From an optimization exercise on the open Yosys and OpenROAD flow, aimed at small area, a short achievable clock period and few clock cycles; shortcuts taken in it are not production practice. At most, simulation tests tie the RTL to the original design; equivalence was not proved. Power figures rest on the tool's default switching activity, not on a simulated workload.

alpha:
==> flow/design.v <==
module lgappg_sched #(
   parameter int W_WORDS = 8,
   parameter int H_ROWS  = 8
) (
   input  logic         clk,
   input  logic         rst,
   input  logic         start,
   output logic         busy,
   output logic         done,
   input  logic         in_valid,
   output logic         in_ready,
   input  logic [63:0]  in_data,
   output logic         win_valid,
   input  logic         win_ready,
   output logic [575:0] win_data,
   output logic         win_odd
);
   localparam int NW = W_WORDS * H_ROWS;
   localparam int S  = 2 * W_WORDS + 3;
   localparam int XW = $clog2(W_WORDS);
   localparam int YW = $clog2(H_ROWS);
   localparam int PW = XW + YW;
   localparam logic [PW-1:0] LAST_IDX = PW'(NW - 1);
   localparam logic [PW-1:0] PRE_LOAD = PW'(W_WORDS);
   localparam logic [XW-1:0] X_LAST   = XW'(W_WORDS - 1);
   localparam logic [YW-1:0] Y_LAST   = YW'(H_ROWS - 1);
   logic            run_q, flush_q, done_q, wv_q, odd_q;
   logic            prime_q;     
   logic            last_q;      
   logic [PW-1:0]   in_cnt_q;    
   logic [YW-1:0]   row_q;       
   logic [XW-1:0]   col_q;
   localparam int KR = 4;
   logic [KR-1:0][8:0] kill_q;   
   logic [8:0]      n_kill, c_kill;
   logic [S-1:0][63:0] store_q;  
   logic slot_free, acc, shift, load, hs, last_hs, wrap;
   logic n_up, n_dn, n_lf, n_rt, c_up, c_dn, c_lf, c_rt;
   assign slot_free = !wv_q || win_ready;
   assign acc       = run_q && in_valid && slot_free;
   assign shift     = acc || (flush_q && slot_free && !last_q);
   assign load      = shift && (flush_q || prime_q);
   assign hs        = wv_q && win_ready;
   assign last_hs   = hs && last_q;
   assign wrap = (col_q == X_LAST);
   assign n_lf = wrap;
   assign n_rt = (col_q == X_LAST - XW'(1));
   assign n_up = wrap ? (row_q == Y_LAST) : (row_q == '0);
   assign n_dn = wrap ? (row_q == Y_LAST - YW'(1)) : (row_q == Y_LAST);
   always_comb begin
      for (int k = 0; k < 9; k++) begin
         n_kill[k] = ((k / 3 == 0) && n_up) || ((k / 3 == 2) && n_dn) ||
                     ((k % 3 == 0) && n_lf) || ((k % 3 == 2) && n_rt);
         c_kill[k] = ((k / 3 == 0) && c_up) || ((k / 3 == 2) && c_dn) ||
                     ((k % 3 == 0) && c_lf) || ((k % 3 == 2) && c_rt);
      end
   end
   always_ff @(posedge clk) begin
      kill_q[0] <= load ? n_kill : c_kill;
      kill_q[1] <= (load || !wv_q) ? n_kill : c_kill;
      kill_q[2] <= load ? n_kill : (wv_q ? c_kill : 9'h000);
      kill_q[3] <= load ? n_kill : (wv_q ? c_kill : 9'h1ff);
   end
   assign c_lf = (col_q == '0);
   assign c_rt = wrap;
   assign c_up = (row_q == '0);
   assign c_dn = (row_q == Y_LAST);
   always_ff @(posedge clk) begin
      if (shift) begin
         store_q[0] <= ~in_data;
         for (int j = 1; j < S; j++) store_q[j] <= store_q[j-1];
      end
   end
   always_ff @(posedge clk) begin
      if (load) begin
         odd_q  <= row_q[0] ^ wrap;
         last_q <= (row_q == Y_LAST) && n_rt;
         col_q  <= col_q + XW'(1);
         if (wrap) row_q <= row_q + YW'(1);
      end
      if (!run_q && !flush_q && !done_q && start) begin
         row_q  <= Y_LAST;
         col_q  <= X_LAST;
         last_q <= 1'b0;
      end
   end
   always_ff @(posedge clk) begin
      if (rst) begin
         run_q    <= 1'b0;
         flush_q  <= 1'b0;
         done_q   <= 1'b0;
         wv_q     <= 1'b0;
         prime_q  <= 1'b0;
         in_cnt_q <= '0;
      end else begin
         done_q <= last_hs;
         if (!run_q && !flush_q && !done_q && start) begin
            run_q    <= 1'b1;
            prime_q  <= 1'b0;
            in_cnt_q <= '0;
         end
         if (acc) begin
            in_cnt_q <= in_cnt_q + PW'(1);
            if (in_cnt_q == PRE_LOAD) prime_q <= 1'b1;
            if (in_cnt_q == LAST_IDX) begin
               run_q   <= 1'b0;
               flush_q <= 1'b1;
            end
         end
         if (last_hs) flush_q <= 1'b0;
         if (load)    wv_q <= 1'b1;
         else if (hs) wv_q <= 1'b0;
      end
   end
   for (genvar k = 0; k < 9; k++) begin : g_win
      localparam int J = W_WORDS + 1 - ((k / 3 - 1) * W_WORDS + (k % 3 - 1));
      for (genvar b = 0; b < 64; b++) begin : g_bit
         assign win_data[64*k + b] = ~(store_q[J][b] | kill_q[b * KR / 64][k]);
      end
   end
   assign in_ready  = run_q && slot_free;
   assign busy      = run_q || flush_q;
   assign done      = done_q;
   assign win_valid = wv_q;
   assign win_odd   = odd_q;
endmodule
export LEC_CHECK = 0
export CAP_MARGIN = 20
export CORE_MARGIN = 2
export CORE_UTILIZATION = 60
export SETUP_SLACK_MARGIN = 1.8
export SLEW_MARGIN = 20
create_clock -name core_clock -period 4.0 [get_ports {clk}]
standard.sh (not shown) runs the stock make flow with config.mk's settings and CLKGATE_MAP_FILE= SYNTH_SCRIPT=/design/flow/synth_recipe.tcl, a recipe that flattens the netlist after the stock synthesis.
==> flow/flow/run.sh <==
#!/bin/bash
# Standard layout, but ports buffered with plain buffers and the resizer free to swap footprints.
set -euo pipefail
bash standard.sh MATCH_CELL_FOOTPRINT=0 'BUFFER_PORTS_ARGS=-buffer_cell sky130_fd_sc_hd__buf_1' finish > standard_flow.log 2>&1
Changes in beta relative to alpha:
--- a/flow/design.v
+++ b/flow/design.v
@@ -31,7 +31,5 @@
    logic [YW-1:0]   row_q;       
    logic [XW-1:0]   col_q;
-   localparam int KR = 4;
-   logic [KR-1:0][8:0] kill_q;   
-   logic [8:0]      n_kill, c_kill;
+   logic [8:0]      kill_q;      
    logic [S-1:0][63:0] store_q;  
    logic slot_free, acc, shift, load, hs, last_hs, wrap;
@@ -48,17 +46,11 @@
    assign n_up = wrap ? (row_q == Y_LAST) : (row_q == '0);
    assign n_dn = wrap ? (row_q == Y_LAST - YW'(1)) : (row_q == Y_LAST);
-   always_comb begin
+   always_ff @(posedge clk) begin
       for (int k = 0; k < 9; k++) begin
-         n_kill[k] = ((k / 3 == 0) && n_up) || ((k / 3 == 2) && n_dn) ||
-                     ((k % 3 == 0) && n_lf) || ((k % 3 == 2) && n_rt);
-         c_kill[k] = ((k / 3 == 0) && c_up) || ((k / 3 == 2) && c_dn) ||
-                     ((k % 3 == 0) && c_lf) || ((k % 3 == 2) && c_rt);
+         kill_q[k] <= load ? (((k / 3 == 0) && n_up) || ((k / 3 == 2) && n_dn) ||
+                              ((k % 3 == 0) && n_lf) || ((k % 3 == 2) && n_rt))
+                           : (((k / 3 == 0) && c_up) || ((k / 3 == 2) && c_dn) ||
+                              ((k % 3 == 0) && c_lf) || ((k % 3 == 2) && c_rt));
       end
-   end
-   always_ff @(posedge clk) begin
-      kill_q[0] <= load ? n_kill : c_kill;
-      kill_q[1] <= (load || !wv_q) ? n_kill : c_kill;
-      kill_q[2] <= load ? n_kill : (wv_q ? c_kill : 9'h000);
-      kill_q[3] <= load ? n_kill : (wv_q ? c_kill : 9'h1ff);
    end
    assign c_lf = (col_q == '0);
@@ -115,7 +107,5 @@
    for (genvar k = 0; k < 9; k++) begin : g_win
       localparam int J = W_WORDS + 1 - ((k / 3 - 1) * W_WORDS + (k % 3 - 1));
-      for (genvar b = 0; b < 64; b++) begin : g_bit
-         assign win_data[64*k + b] = ~(store_q[J][b] | kill_q[b * KR / 64][k]);
-      end
+      assign win_data[64*k +: 64] = ~(store_q[J] | {64{kill_q[k]}});
    end
    assign in_ready  = run_q && slot_free;
[summary]
Result for beta and alpha: all clean. The adder-cell area share of the yosys netlist was comparable across beta and alpha. Final core area utilization ended up 5.8 points lower on beta than on alpha. Die area | beta < alpha. beta vs. alpha: part of the total power dissipated in combinational logic has decreased, biggest cell delay along the critical path has decreased, sequential share of cell area has increased, post-synthesis instance area has decreased, count of mapped cells out of synthesis has decreased. Looking at worst slack after detailed placement, beta sits below alpha.
Testbench counts of beta, summed over its fixed seeds: cycles 9,728.
Only the layout flow was run in alpha; the RTL was not checked for function there.

-- static timing again, ports no longer ideal --
How much do the figures lean on ideal ports? The routed layouts below were timed once more, with nothing changed but the port constraints.
Step 1 (the two cells are an assumption about what drives the block):
set clk [get_ports {clk}]
set_driving_cell -lib_cell sky130_fd_sc_hd__clkbuf_16 $clk
set_driving_cell -lib_cell sky130_fd_sc_hd__buf_2 [delete_from_list [all_inputs] $clk]
Step 2, shift: input delay + t, output delay - t, t = (earliest + latest rising clock arrival at the registers) / 2. This alone moves slack from input paths to output paths.
Slacks: no drivers / after step 1 / after step 2; pairs: no drivers / after step 1.
run	t (ns)	setup slack, ns	worst setup path after step 2	worst data-port slew with drivers (ns)	cell pins on the clock port's net
alpha	0.716	1.696 / 1.633 / 1.210	input to register	0.06	1
beta	0.704	1.588 / 1.525 / 1.439	input to register	0.09	1
After both steps every run listed still meets setup and hold. For alpha, which loses most, drivers alone change the setup slack by -0.063 ns; drivers and shift together by -0.486 ns.
